This is an optimization exercise on Yosys and OpenROAD, whose aim is small area, not a production implementation.
Only simulation tests tie the RTL to the original design; equivalence was not proved.
Power figures rest on the tool's default switching activity, not on a simulated workload.

## console_buffer
module console_buffer (
  input  logic       clk,
  input  logic       rst,
  input  logic       i_char_stb,
  input  logic [7:0] i_char,
  input  logic       i_alt_func_en,
  input  logic [2:0] i_tab_count,
  input  logic       i_clear_screen_stb,
  output logic       o_wr_char_rdy,
  input  logic       i_read_frame_stb,
  input  logic       i_char_req_en,
  output logic       o_char_rdy,
  output logic [7:0] o_char
);
For scale: ~1,400 cells after synthesis, ~570 flip-flops, about 28 I/O pins.
clock: 5.0 ns
lec_check: 0
cap_margin: 20
core_margin: 2
core_utilization: 60
cts_buf_list: sky130_fd_sc_hd__clkbuf_8
cts_cluster_diameter: 60
cts_cluster_size: 16
slew_margin: 20
synth_memory_max_bits: 4096
standard.sh (not shown) runs the stock make flow with config.mk's settings and CLKGATE_MAP_FILE= SYNTH_SCRIPT=/design/flow/synth_recipe.tcl, a recipe that flattens the netlist after the stock synthesis.
==> flow/flow/run.sh <==
#!/bin/bash
# Standard layout, with port buffers of the smallest buffer and no dummy clock loads.
set -e
export BUFFER_PORTS_ARGS="-buffer_cell sky130_fd_sc_hd__buf_1"
export CTS_ARGS="-sink_clustering_enable -repair_clock_nets -dont_use_dummy_load -sink_clustering_size 19 -sink_clustering_max_diameter 120 -buf_list sky130_fd_sc_hd__clkbuf_8"
bash standard.sh > standard.log 2>&1
The starting point passed the timing, DRC and antenna checks.
Then changed:
==> flow/flow/run.sh (replaced) <==
#!/bin/bash
# Standard layout, with port buffers of the smallest buffer and no dummy clock loads.
set -e
export BUFFER_PORTS_ARGS="-buffer_cell sky130_fd_sc_hd__buf_1"
export CTS_ARGS="-sink_clustering_enable -repair_clock_nets -dont_use_dummy_load -sink_clustering_size 11 -sink_clustering_max_diameter 45 -buf_list sky130_fd_sc_hd__clkbuf_4"
bash standard.sh > standard.log 2>&1
Result: The changed run ran to the end with no violations. Routed wire length increases slightly. Synthesized cell count is unchanged. Sequential cell count stays the same. Clock-buffer cell count increases by 23. Setup slack degrades by 0.11 ns. Die area is unchanged. Clock power decreases by a few percent. Hold slack improves by 0.013 ns. Via count increases slightly. Global-route usage increases by 0.26 points.


Another version of the RTL of console_buffer (not shown whole).
For scale: roughly 28 I/O pins, roughly 18000 um^2 of cells after synthesis.
==> flow/config.mk <==
export PLATFORM = sky130hd
export DESIGN_NAME = console_buffer
export DESIGN_NICKNAME = console_buffer
export VERILOG_FILES = /design/flow/design.v
export SDC_FILE = /design/flow/constraint.sdc
export NUM_CORES = 4
export LEC_CHECK = 0
export CAP_MARGIN = 20
export CORE_MARGIN = 2
export CORE_UTILIZATION = 60
export CTS_BUF_LIST = sky130_fd_sc_hd__clkbuf_8
export CTS_CLUSTER_DIAMETER = 60
export CTS_CLUSTER_SIZE = 16
export SLEW_MARGIN = 20
export SYNTH_MEMORY_MAX_BITS = 4096
==> flow/constraint.sdc <==
create_clock -name core_clock -period 5.0 [get_ports {clk}]
set_input_delay 1.0000 -clock core_clock [delete_from_list [all_inputs] [get_ports {clk}]]
set_output_delay 1.0000 -clock core_clock [all_outputs]
set_load 0.01 [all_outputs]
==> flow/flow/run.sh <==
#!/bin/bash
# Standard layout, with port buffers of the smallest buffer and no dummy clock loads.
set -e
export BUFFER_PORTS_ARGS="-buffer_cell sky130_fd_sc_hd__buf_1"
export CTS_ARGS="-sink_clustering_enable -repair_clock_nets -dont_use_dummy_load -sink_clustering_size 21 -sink_clustering_max_diameter 90 -buf_list sky130_fd_sc_hd__clkbuf_8"
bash standard.sh > standard.log 2>&1
Next try:
==> flow/flow/run.sh (replaced) <==
#!/bin/bash
# Standard layout, with port buffers of the smallest buffer and no dummy clock loads.
set -e
export BUFFER_PORTS_ARGS="-buffer_cell sky130_fd_sc_hd__buf_1"
export CTS_ARGS="-sink_clustering_enable -repair_clock_nets -dont_use_dummy_load -sink_clustering_size 19 -sink_clustering_max_diameter 90 -buf_list sky130_fd_sc_hd__clkbuf_8"
bash standard.sh > standard.log 2>&1
The changed run completed without violations.
Setup slack gets worse by 0.0083 ns.
Clock-buffer cell count increases by 5.
Sequential power is about the same.
Total power is higher by 1.7%.
Worst hold slack degrades by 0.0099 ns.
Non-clock buffer count stays the same.
Wire length is about the same.


console_buffer, a different RTL version from the one above (not shown whole).
Size in the first run: roughly 1200 cells after synthesis, roughly 570 flip-flops, about 19000 um^2 of cells after synthesis.
Settings: LEC_CHECK=0, CAP_MARGIN=20, CORE_MARGIN=2, CORE_UTILIZATION=45, CTS_BUF_LIST=sky130_fd_sc_hd__clkbuf_8, CTS_CLUSTER_DIAMETER=60, CTS_CLUSTER_SIZE=16, SLEW_MARGIN=20, SYNTH_MEMORY_MAX_BITS=4096; clock period 5.0 ns.
==> flow/flow/run.sh <==
#!/bin/bash
# Standard layout, with port buffers of the smallest buffer and no dummy clock loads.
set -e
export BUFFER_PORTS_ARGS="-buffer_cell sky130_fd_sc_hd__buf_1"
export CTS_ARGS="-sink_clustering_enable -repair_clock_nets -dont_use_dummy_load -sink_clustering_size 19 -sink_clustering_max_diameter 60 -buf_list sky130_fd_sc_hd__clkbuf_8"
bash standard.sh > standard.log 2>&1
Next try:
--- a/flow/config.mk
+++ b/flow/config.mk
@@ -9,3 +9,3 @@
 export CORE_MARGIN = 2
-export CORE_UTILIZATION = 45
+export CORE_UTILIZATION = 75
 export CTS_BUF_LIST = sky130_fd_sc_hd__clkbuf_8
Hold slack is worse by 0.0087 ns; total power is lower by 0.57%; global-route usage goes up by 10 points; via count is higher by 2.2%; routed wire length drops by 2.8%; count of clock-buffer cells in the layout is lower by 1; design area went down by 1.3%; critical path depth rises by 1; die area goes down by 39%; clock skew came out lower by 0.0072 ns.


console_buffer again, from the RTL that the note above started with.
## console_buffer
module console_buffer (
  input  logic       clk,
  input  logic       rst,
  input  logic       i_char_stb,
  input  logic [7:0] i_char,
  input  logic       i_alt_func_en,
  input  logic [2:0] i_tab_count,
  input  logic       i_clear_screen_stb,
  output logic       o_wr_char_rdy,
  input  logic       i_read_frame_stb,
  input  logic       i_char_req_en,
  output logic       o_char_rdy,
  output logic [7:0] o_char
);
==> flow/config.mk <==
export PLATFORM = sky130hd
export DESIGN_NAME = console_buffer
export DESIGN_NICKNAME = console_buffer
export VERILOG_FILES = /design/flow/design.v
export SDC_FILE = /design/flow/constraint.sdc
export NUM_CORES = 4
export LEC_CHECK = 0
export CAP_MARGIN = 20
export CORE_MARGIN = 2
export CORE_UTILIZATION = 60
export CTS_BUF_LIST = sky130_fd_sc_hd__clkbuf_8
export CTS_CLUSTER_DIAMETER = 60
export CTS_CLUSTER_SIZE = 16
export SLEW_MARGIN = 20
export SYNTH_MEMORY_MAX_BITS = 4096
==> flow/constraint.sdc <==
create_clock -name core_clock -period 5.0 [get_ports {clk}]
set_input_delay 1.0000 -clock core_clock [delete_from_list [all_inputs] [get_ports {clk}]]
set_output_delay 1.0000 -clock core_clock [all_outputs]
set_load 0.01 [all_outputs]
==> flow/flow/run.sh <==
#!/bin/bash
# Standard layout, with port buffers of the smallest buffer and no dummy clock loads.
set -e
export BUFFER_PORTS_ARGS="-buffer_cell sky130_fd_sc_hd__buf_1"
export CTS_ARGS="-sink_clustering_enable -repair_clock_nets -dont_use_dummy_load -sink_clustering_size 19 -sink_clustering_max_diameter 90 -buf_list sky130_fd_sc_hd__clkbuf_8"
bash standard.sh > standard.log 2>&1
Next try:
==> flow/flow/run.sh (replaced) <==
#!/bin/bash
# Standard layout, with port buffers of the smallest buffer and no dummy clock loads.
set -e
export BUFFER_PORTS_ARGS="-buffer_cell sky130_fd_sc_hd__buf_1"
export CTS_ARGS="-sink_clustering_enable -repair_clock_nets -dont_use_dummy_load -sink_clustering_size 16 -sink_clustering_max_diameter 60 -buf_list sky130_fd_sc_hd__clkbuf_8"
bash standard.sh > standard.log 2>&1
--- a/flow/config.mk
+++ b/flow/config.mk
@@ -7,0 +8 @@
+export ABC_AREA = 1
Result: Sequential share of layout area falls by 3.2 points. Sequential power is lower by 10%. Routed wire length rises by 28%. Total power goes down by 21%. Final cell count is higher by 57%.
Next try:
==> flow/flow/run.sh (replaced) <==
#!/bin/bash
# Standard layout, with port buffers of the smallest buffer and no dummy clock loads.
set -e
export BUFFER_PORTS_ARGS="-buffer_cell sky130_fd_sc_hd__buf_1"
export CTS_ARGS="-sink_clustering_enable -repair_clock_nets -dont_use_dummy_load -sink_clustering_size 19 -sink_clustering_max_diameter 60 -buf_list sky130_fd_sc_hd__clkbuf_8"
bash standard.sh > standard.log 2>&1
--- a/flow/config.mk
+++ b/flow/config.mk
@@ -8 +7,0 @@
-export ABC_AREA = 1
Routed wire length goes down by 21%. Cell area decreases by 4.7%. Clock skew rose by 0.0067 ns. Non-clock buffer count decreases by 12. Sequential power increases by 12%.
Next try:
==> flow/flow/run.sh (replaced) <==
#!/bin/bash
# Standard layout, with port buffers of the smallest buffer and no dummy clock loads.
set -e
export BUFFER_PORTS_ARGS="-buffer_cell sky130_fd_sc_hd__buf_1"
export CTS_ARGS="-sink_clustering_enable -repair_clock_nets -dont_use_dummy_load -sink_clustering_size 16 -sink_clustering_max_diameter 60 -buf_list sky130_fd_sc_hd__clkbuf_8"
bash standard.sh > standard.log 2>&1
After rerunning: Setup slack gets better by 0.052 ns. Global-route usage hardly moves. Final area hardly moves. Clock-buffer cell count grows by 4. Area after synthesis is unchanged. Sequential power stays flat. Power increases slightly. Routed wire length hardly moves.
Next try:
==> flow/flow/run.sh (replaced) <==
#!/bin/bash
# Standard layout, with port buffers of the smallest buffer and no dummy clock loads.
set -e
export BUFFER_PORTS_ARGS="-buffer_cell sky130_fd_sc_hd__buf_1"
export CTS_ARGS="-sink_clustering_enable -repair_clock_nets -dont_use_dummy_load -sink_clustering_size 21 -sink_clustering_max_diameter 60 -buf_list sky130_fd_sc_hd__clkbuf_8"
bash standard.sh > standard.log 2>&1
What happened: The new run ran to the end with no violations; core utilization shrinks by 0.22 points; total power drops by 1.2%; flip-flop and latch count is unchanged; cell area is lower by 0.34%; final cell count hardly moves; fmax came out lower by about 0.37%; synthesized cell count stays the same; clock skew went down by 0.019 ns; die area is unchanged; worst hold slack barely changes; setup slack gets worse by 0.013 ns.

-- what the ideal ports hide --
In the flow no input, the clock included, has a driving cell. The finished layouts below were timed again as built, in two steps.
Step 1: set_driving_cell puts a clkbuf_16 on clk and a buf_2 on each other input, an assumption about the parent block.
Step 2, shift: input delay + t, output delay - t, t = (earliest + latest rising clock arrival at the registers) / 2. This alone moves slack from input paths to output paths.
Slacks: ideal / step 1 / step 2; pairs: ideal / step 1.
run	t, ns	setup WS [ns]	clock arrival spread, ns	slew at the worst register clock pin (ns)	worst data-port slew with drivers (ns)
the first run of note 1	0.579	1.715 / 1.668 / 2.247	0.111 / 0.112	0.12 / 0.12	0.03
the second run of note 1	0.731	1.608 / 1.567 / 2.220	0.101 / 0.101	0.12 / 0.12	0.03
the first run of note 2	0.667	1.119 / 1.119 / 1.119	0.042 / 0.041	0.12 / 0.12	0.03
the second run of note 2	0.592	1.111 / 1.111 / 1.111	0.067 / 0.068	0.12 / 0.12	0.03
the first run of note 3	0.609	1.318 / 1.318 / 1.318	0.064 / 0.064	0.12 / 0.12	0.03
the second run of note 3	0.603	1.017 / 1.017 / 1.017	0.055 / 0.055	0.11 / 0.11	0.03
the first run of note 4	0.590	1.532 / 1.532 / 1.532	0.073 / 0.073	0.11 / 0.11	0.03
the second run of note 4	0.651	1.443 / 1.443 / 1.443	0.059 / 0.059	0.10 / 0.10	0.03
the third run of note 4	0.599	1.490 / 1.490 / 1.490	0.057 / 0.057	0.11 / 0.11	0.03
the fourth run of note 4	0.601	1.542 / 1.542 / 1.542	0.081 / 0.082	0.10 / 0.10	0.03
the fifth run of note 4	0.607	1.529 / 1.529 / 1.529	0.062 / 0.062	0.12 / 0.12	0.03
After both steps setup and hold are still met in every run listed.
